Context: an optimization exercise on an open-source flow, tuned for small area, a short achievable clock period and few clock cycles. The choices shown serve that exercise and are no tape-out recipe. RTL that was checked went through simulation tests only; none was proved equivalent to the original. Power is estimated from default activity; no workload was simulated.

==> flow/design.v <==
package wpp_pkg;
    localparam int MAX_WORD_LEN_DEF  = 8;
    localparam int MAX_DOC_CHARS_DEF = 65536;
    localparam int CH_W      = 8;
    localparam int CFG_W     = 64;
    localparam int CFG_IDX_W = 2;
    localparam int LEN_CFG_W = 4;
    localparam int DIST_W    = 18;
    localparam int QUEUE_DEPTH = 2;
    typedef enum logic [CFG_IDX_W-1:0] {
        CFG_FIRST_WORD,
        CFG_FIRST_LEN,
        CFG_SECOND_WORD,
        CFG_SECOND_LEN
    } t_cfg_idx;
    localparam logic [CH_W-1:0] CH_SPACE   = 8'h20;
    localparam logic [CH_W-1:0] CH_PERIOD  = 8'h2E;
    localparam logic [CH_W-1:0] CH_COMMA   = 8'h2C;
    localparam logic [CH_W-1:0] CH_LOWER_A = 8'h61;
    localparam logic [CH_W-1:0] CH_LOWER_Z = 8'h7A;
    localparam logic [CH_W-1:0] CASE_STEP  = 8'h20;
    typedef struct packed {
        logic close_a;        
        logic hit_a_first;
        logic hit_a_second;
        logic last;           
        logic hit_b_first;
        logic hit_b_second;
    } t_close_ctl;
    function automatic logic [CH_W-1:0] fold_case(input logic [CH_W-1:0] c);
        fold_case = (c >= CH_LOWER_A && c <= CH_LOWER_Z) ? c - CASE_STEP : c;
    endfunction
    function automatic logic is_delim(input logic [CH_W-1:0] c);
        is_delim = (c == CH_SPACE) || (c == CH_PERIOD) || (c == CH_COMMA);
    endfunction
endpackage
module wpp_front (
    input  logic [wpp_pkg::CH_W-1:0] i_ch,
    input  logic [wpp_pkg::CH_W-1:0] i_tgt,
    output logic                     o_eq
);
    logic t_letter;
    assign t_letter = (i_tgt[7:5] == 3'b010 || i_tgt[7:5] == 3'b011) &&
                      (i_tgt[4:0] != 5'd0) && (i_tgt[4:0] <= 5'd26);
    assign o_eq = (i_ch[7:6] == i_tgt[7:6]) && (i_ch[4:0] == i_tgt[4:0]) &&
                  ((i_ch[5] == i_tgt[5]) || t_letter);
endmodule
module wpp_back (
    input  logic        i_m1,        
    input  logic        i_m2,        
    input  logic [3:0]  i_len,       
    input  logic [3:0]  i_l1,        
    input  logic [3:0]  i_l2,        
    input  logic [17:0] i_mid,       
    input  logic        i_any,       
    input  logic        i_last_t,    
    input  logic [17:0] i_last_mid,  
    input  logic        i_found,     
    input  logic [17:0] i_best,      
    output logic        o_hit,       
    output logic        o_hit_t,     
    output logic        o_found,
    output logic [17:0] o_best
);
    logic        hit1, hit2, cand_v, take;
    logic [17:0] cand;
    assign hit1    = i_m1 && (i_len == i_l1);
    assign hit2    = !hit1 && i_m2 && (i_len == i_l2);
    assign o_hit   = hit1 || hit2;
    assign o_hit_t = hit2;
    assign cand_v  = o_hit && i_any && (i_last_t != hit2);
    logic [19:0] csa_a, csa_b, csa_c, csa_s, csa_k, csa_w;
    assign csa_a = {2'b00, i_last_mid};
    assign csa_b = {2'b00, i_best};
    assign csa_c = ~{2'b00, i_mid};
    assign csa_s = csa_a ^ csa_b ^ csa_c;
    assign csa_k = (csa_a & csa_b) | (csa_a & csa_c) | (csa_b & csa_c);
    assign csa_w = csa_s + {csa_k[18:0], 1'b1};
    assign cand  = i_mid - i_last_mid;
    assign take    = cand_v && (!i_found || !csa_w[19]);
    assign o_best  = take ? cand : i_best;
    assign o_found = i_found || cand_v;
endmodule
module word_pair_proximity_scanner (
    input  logic                          i_clk,
    input  logic                          i_rst_n,
    input  logic                          i_valid,
    output logic                          o_stall,
    input  logic [wpp_pkg::CH_W-1:0]      i_ch,
    input  logic                          i_is_final,
    output logic                          o_valid,
    input  logic                          i_stall,
    output logic                          o_found,
    output logic [wpp_pkg::DIST_W-1:0]    o_distance_x2,
    input  logic                          i_cfg_wr_en,
    input  logic [wpp_pkg::CFG_IDX_W-1:0] i_cfg_index,
    input  logic [wpp_pkg::CFG_W-1:0]     i_cfg_data
);
    localparam int PW = 17;   
    localparam int MW = 18;   
    logic [63:0] r_w1, r_w2;
    logic        r_z1, r_z2;
    logic [3:0]  r_l1, r_l2;
    logic          r_pv;      
    logic [7:0]    r_pch;
    logic          r_pfinal;
    logic [PW-1:0] r_pos;     
    logic [MW-1:0] r_mid;     
    logic [3:0]    r_len;     
    logic          r_m1, r_m2;
    logic          r_fin;     
    logic          r_new;     
    logic          r_any;     
    logic          r_last_t;  
    logic [MW-1:0] r_last_mid;
    logic          r_found;   
    logic [MW-1:0] r_best;    
    logic          r_out_valid;
    logic [3:0] cfg_en;
    always_comb begin
        for (int k = 0; k < 4; k++)
            cfg_en[k] = i_cfg_wr_en && i_cfg_index == 2'(k);
    end
    always_ff @(posedge i_clk) begin
        if (cfg_en[0]) r_w1 <= i_cfg_data;
        if (cfg_en[2]) r_w2 <= i_cfg_data;
    end
    always_ff @(posedge i_clk) begin
        if (!i_rst_n) begin
            r_z1 <= 1'b1;
            r_z2 <= 1'b1;
            r_l1 <= 4'd1;
            r_l2 <= 4'd1;
        end else begin
            if (cfg_en[0]) r_z1 <= 1'b0;
            if (cfg_en[1]) r_l1 <= i_cfg_data[3:0];
            if (cfg_en[2]) r_z2 <= 1'b0;
            if (cfg_en[3]) r_l2 <= i_cfg_data[3:0];
        end
    end
    logic accept, hold, stall, proc, close_out, start;
    logic r_stall;
    assign hold      = r_out_valid && (r_fin || r_any);
    assign proc      = r_pv && !hold;
    assign stall     = r_pv && hold;
    assign o_stall   = r_stall;
    assign accept    = i_valid && !stall;
    assign close_out = r_fin && !r_out_valid;
    assign start     = r_fin || r_new;
    logic [3:0]    len_e;
    logic          m1_e, m2_e;
    logic          delim, eq1, eq2, short;
    logic [7:0]    tb1, tb2;
    logic [PW-1:0] pos_n;
    logic [MW-1:0] mid_nd;
    logic [3:0]    len_nd;
    assign len_e  = start ? 4'd0 : r_len;
    assign m1_e   = start || r_m1;
    assign m2_e   = start || r_m2;
    assign delim  = wpp_pkg::is_delim(r_pch);
    assign tb1    = r_z1 ? 8'h00 : r_w1[{len_e[2:0], 3'b000} +: 8];
    assign tb2    = r_z2 ? 8'h00 : r_w2[{len_e[2:0], 3'b000} +: 8];
    wpp_front u_eq1 (.i_ch(r_pch), .i_tgt(tb1), .o_eq(eq1));
    wpp_front u_eq2 (.i_ch(r_pch), .i_tgt(tb2), .o_eq(eq2));
    assign short  = (len_e < 4'd8);
    assign len_nd = (len_e < 4'd9) ? len_e + 4'd1 : len_e;
    assign pos_n  = start ? PW'(1) : (r_pos[PW-1] ? r_pos : r_pos + PW'(1));
    assign mid_nd = start ? MW'(1) :
                    (r_len < 4'd9 && !r_mid[MW-1]) ? r_mid + MW'(1) : r_mid;
    logic          hit, hit_t, found_c;
    logic [MW-1:0] best_c;
    logic          hit_e1, hit_e2;
    wpp_back u_close (
        .i_m1(r_m1), .i_m2(r_m2), .i_len(r_len), .i_l1(r_l1), .i_l2(r_l2), .i_mid(r_mid),
        .i_any(r_any), .i_last_t(r_last_t), .i_last_mid(r_last_mid),
        .i_found(r_found), .i_best(r_best),
        .o_hit(hit), .o_hit_t(hit_t), .o_found(found_c), .o_best(best_c)
    );
    assign hit_e1 = (r_l1 == 4'd0);
    assign hit_e2 = !hit_e1 && (r_l2 == 4'd0);
    logic pv_n, fin_n, any_n, ov_n;
    assign pv_n  = accept || (r_pv && !proc);
    assign fin_n = proc ? r_pfinal : (r_fin && !close_out);
    assign any_n = (proc && start) ? (delim && (hit_e1 || hit_e2)) :
                   (proc && delim && hit) ? 1'b1 : r_any;
    assign ov_n  = close_out || (r_out_valid && i_stall);
    always_ff @(posedge i_clk) begin
        if (!i_rst_n) begin
            r_pv    <= 1'b0;
            r_stall <= 1'b0;
        end else begin
            r_pv    <= pv_n;
            r_stall <= pv_n && ov_n && (fin_n || any_n);
        end
    end
    always_ff @(posedge i_clk) begin
        if (!stall) begin
            r_pch    <= i_ch;
            r_pfinal <= i_is_final;
        end
    end
    always_ff @(posedge i_clk) begin
        if (proc) begin
            r_pos <= pos_n;
            if (delim) begin
                r_mid <= {pos_n, 1'b0};
                r_len <= '0;
                r_m1  <= 1'b1;
                r_m2  <= 1'b1;
            end else begin
                r_mid <= mid_nd;
                r_len <= len_nd;
                r_m1  <= m1_e && short && eq1;
                r_m2  <= m2_e && short && eq2;
            end
        end
    end
    always_ff @(posedge i_clk) begin
        if (!i_rst_n) begin
            r_fin <= 1'b0;
            r_new <= 1'b1;
        end else begin
            r_fin <= fin_n;
            if (proc)
                r_new <= 1'b0;
            else if (close_out)
                r_new <= 1'b1;
        end
    end
    always_ff @(posedge i_clk) begin
        if (proc && delim && start) begin
            r_last_t   <= hit_e2;
            r_last_mid <= '0;
        end else if (proc && delim && hit) begin
            r_last_t   <= hit_t;
            r_last_mid <= r_mid;
        end
    end
    always_ff @(posedge i_clk) begin
        if (!i_rst_n) begin
            r_any <= 1'b0;
        end else begin
            r_any <= any_n;
        end
    end
    always_ff @(posedge i_clk) begin
        if (!i_rst_n) begin
            r_found <= 1'b0;
            r_best  <= '0;
        end else if (close_out || (proc && delim && !start && !r_out_valid)) begin
            r_found <= found_c;
            r_best  <= best_c;
        end else if (r_out_valid && !i_stall) begin
            r_found <= 1'b0;
            r_best  <= '0;
        end
    end
    always_ff @(posedge i_clk) begin
        if (!i_rst_n) begin
            r_out_valid <= 1'b0;
        end else begin
            r_out_valid <= ov_n;
        end
    end
    assign o_valid       = r_out_valid;
    assign o_found       = r_found;
    assign o_distance_x2 = r_best;
endmodule
clock: 11.0 ns
lec_check: 0
cap_margin: 20
core_margin: 2
core_utilization: 40
cts_cluster_diameter: 120
cts_cluster_size: 24
slew_margin: 20
standard.sh (not shown) runs the stock make flow with config.mk's settings and CLKGATE_MAP_FILE= SYNTH_SCRIPT=/design/flow/synth_recipe.tcl, a recipe that flattens the netlist after the stock synthesis.
==> flow/flow/run.sh <==
#!/bin/bash
# The standard layout, with plain buffers (buf_1) on the ports instead of the default
# port buffer cell, and timing repair asked to leave 7.8 ns of setup slack
# ORFS's own logs stay under orfs/logs; make's output goes to standard_make.log
set -euo pipefail
export BUFFER_PORTS_ARGS="-buffer_cell sky130_fd_sc_hd__buf_1"
export SETUP_SLACK_MARGIN=7.8
bash standard.sh > standard_make.log 2>&1
Testbench counts at the start, summed over its fixed seeds: cycles 79,669.
Next try:
--- a/flow/design.v
+++ b/flow/design.v
@@ -101,10 +101,14 @@
     logic [63:0] r_w1, r_w2;
     logic        r_z1, r_z2;
     logic [3:0]  r_l1, r_l2;
     logic          r_pv;      
-    logic [7:0]    r_pch;
-    logic          r_pfinal;
+    logic          r_pfinal;  
+    logic          r_pdelim;  
+    logic          r_peq1;    
+    logic          r_peq2;    
+    logic          r_pe1;     
+    logic          r_pe2;     
     logic [PW-1:0] r_pos;     
     logic [MW-1:0] r_mid;     
     logic [3:0]    r_len;     
     logic          r_m1, r_m2;
@@ -150,19 +154,22 @@
     logic [3:0]    len_e;
     logic          m1_e, m2_e;
     logic          delim, eq1, eq2, short;
     logic [7:0]    tb1, tb2;
+    logic [2:0]    idx;
     logic [PW-1:0] pos_n;
     logic [MW-1:0] mid_nd;
     logic [3:0]    len_nd;
     assign len_e  = start ? 4'd0 : r_len;
     assign m1_e   = start || r_m1;
     assign m2_e   = start || r_m2;
-    assign delim  = wpp_pkg::is_delim(r_pch);
-    assign tb1    = r_z1 ? 8'h00 : r_w1[{len_e[2:0], 3'b000} +: 8];
-    assign tb2    = r_z2 ? 8'h00 : r_w2[{len_e[2:0], 3'b000} +: 8];
-    wpp_front u_eq1 (.i_ch(r_pch), .i_tgt(tb1), .o_eq(eq1));
-    wpp_front u_eq2 (.i_ch(r_pch), .i_tgt(tb2), .o_eq(eq2));
+    assign delim  = r_pdelim;
+    assign idx    = (proc ? (r_pfinal || delim) : start) ? 3'd0 :
+                    proc ? len_nd[2:0] : r_len[2:0];
+    assign tb1    = r_z1 ? 8'h00 : r_w1[{idx, 3'b000} +: 8];
+    assign tb2    = r_z2 ? 8'h00 : r_w2[{idx, 3'b000} +: 8];
+    wpp_front u_eq1 (.i_ch(i_ch), .i_tgt(tb1), .o_eq(eq1));
+    wpp_front u_eq2 (.i_ch(i_ch), .i_tgt(tb2), .o_eq(eq2));
     assign short  = (len_e < 4'd8);
     assign len_nd = (len_e < 4'd9) ? len_e + 4'd1 : len_e;
     assign pos_n  = start ? PW'(1) : (r_pos[PW-1] ? r_pos : r_pos + PW'(1));
     assign mid_nd = start ? MW'(1) :
@@ -175,10 +182,10 @@
         .i_any(r_any), .i_last_t(r_last_t), .i_last_mid(r_last_mid),
         .i_found(r_found), .i_best(r_best),
         .o_hit(hit), .o_hit_t(hit_t), .o_found(found_c), .o_best(best_c)
     );
-    assign hit_e1 = (r_l1 == 4'd0);
-    assign hit_e2 = !hit_e1 && (r_l2 == 4'd0);
+    assign hit_e1 = r_pe1;
+    assign hit_e2 = r_pe2;
     logic pv_n, fin_n, any_n, ov_n;
     assign pv_n  = accept || (r_pv && !proc);
     assign fin_n = proc ? r_pfinal : (r_fin && !close_out);
     assign any_n = (proc && start) ? (delim && (hit_e1 || hit_e2)) :
@@ -194,10 +201,14 @@
         end
     end
     always_ff @(posedge i_clk) begin
         if (!stall) begin
-            r_pch    <= i_ch;
             r_pfinal <= i_is_final;
+            r_pdelim <= wpp_pkg::is_delim(i_ch);
+            r_peq1   <= eq1;
+            r_peq2   <= eq2;
+            r_pe1    <= (r_l1 == 4'd0);
+            r_pe2    <= (r_l1 != 4'd0) && (r_l2 == 4'd0);
         end
     end
     always_ff @(posedge i_clk) begin
         if (proc) begin
@@ -209,10 +220,10 @@
                 r_m2  <= 1'b1;
             end else begin
                 r_mid <= mid_nd;
                 r_len <= len_nd;
-                r_m1  <= m1_e && short && eq1;
-                r_m2  <= m2_e && short && eq2;
+                r_m1  <= m1_e && short && r_peq1;
+                r_m2  <= m2_e && short && r_peq2;
             end
         end
     end
     always_ff @(posedge i_clk) begin
Sequential share of layout area decreases by 3.0 points.
Design area increases by a few percent.
Total power increases by roughly a tenth.
Worst setup slack degrades by 0.37 ns.
Count of clock-buffer cells in the layout is unchanged.
Via count increases by a few percent.
Maximum frequency decreases by roughly a tenth.
Routed wire length increases by a few percent.
Combinational power increases by well over a third.
Non-clock buffer count increases by 19.
Only the layout flow was run in the second run of this note; the RTL was not checked for function there.

[port drivers added, routing unchanged]
The flow's constraints put no driver on any port. The routed layouts listed below were extracted and timed again, unchanged, in two steps. Step 1 sets driving cells, clkbuf_16 on the clock port and buf_2 on the other inputs (assumed; they add their load-dependent delay and slew). Step 2 also shifts input and output timing later by t, the mid clock arrival at the registers, as if the neighbouring blocks saw the same clock. Three values: no drivers, after step 1, after step 2; two values: the first two.
run | t, ns | setup WS [ns] | clock arrival spread, ns
the first run | 0.538 | 7.821 / 7.775 / 7.379 | 0.029 / 0.029
the second run | 0.528 | 7.450 / 7.450 / 7.338 | 0.020 / 0.019
After both steps every run listed still meets setup and hold. For the first run, which loses most, drivers alone change the setup slack by -0.046 ns; drivers and shift together by -0.442 ns.
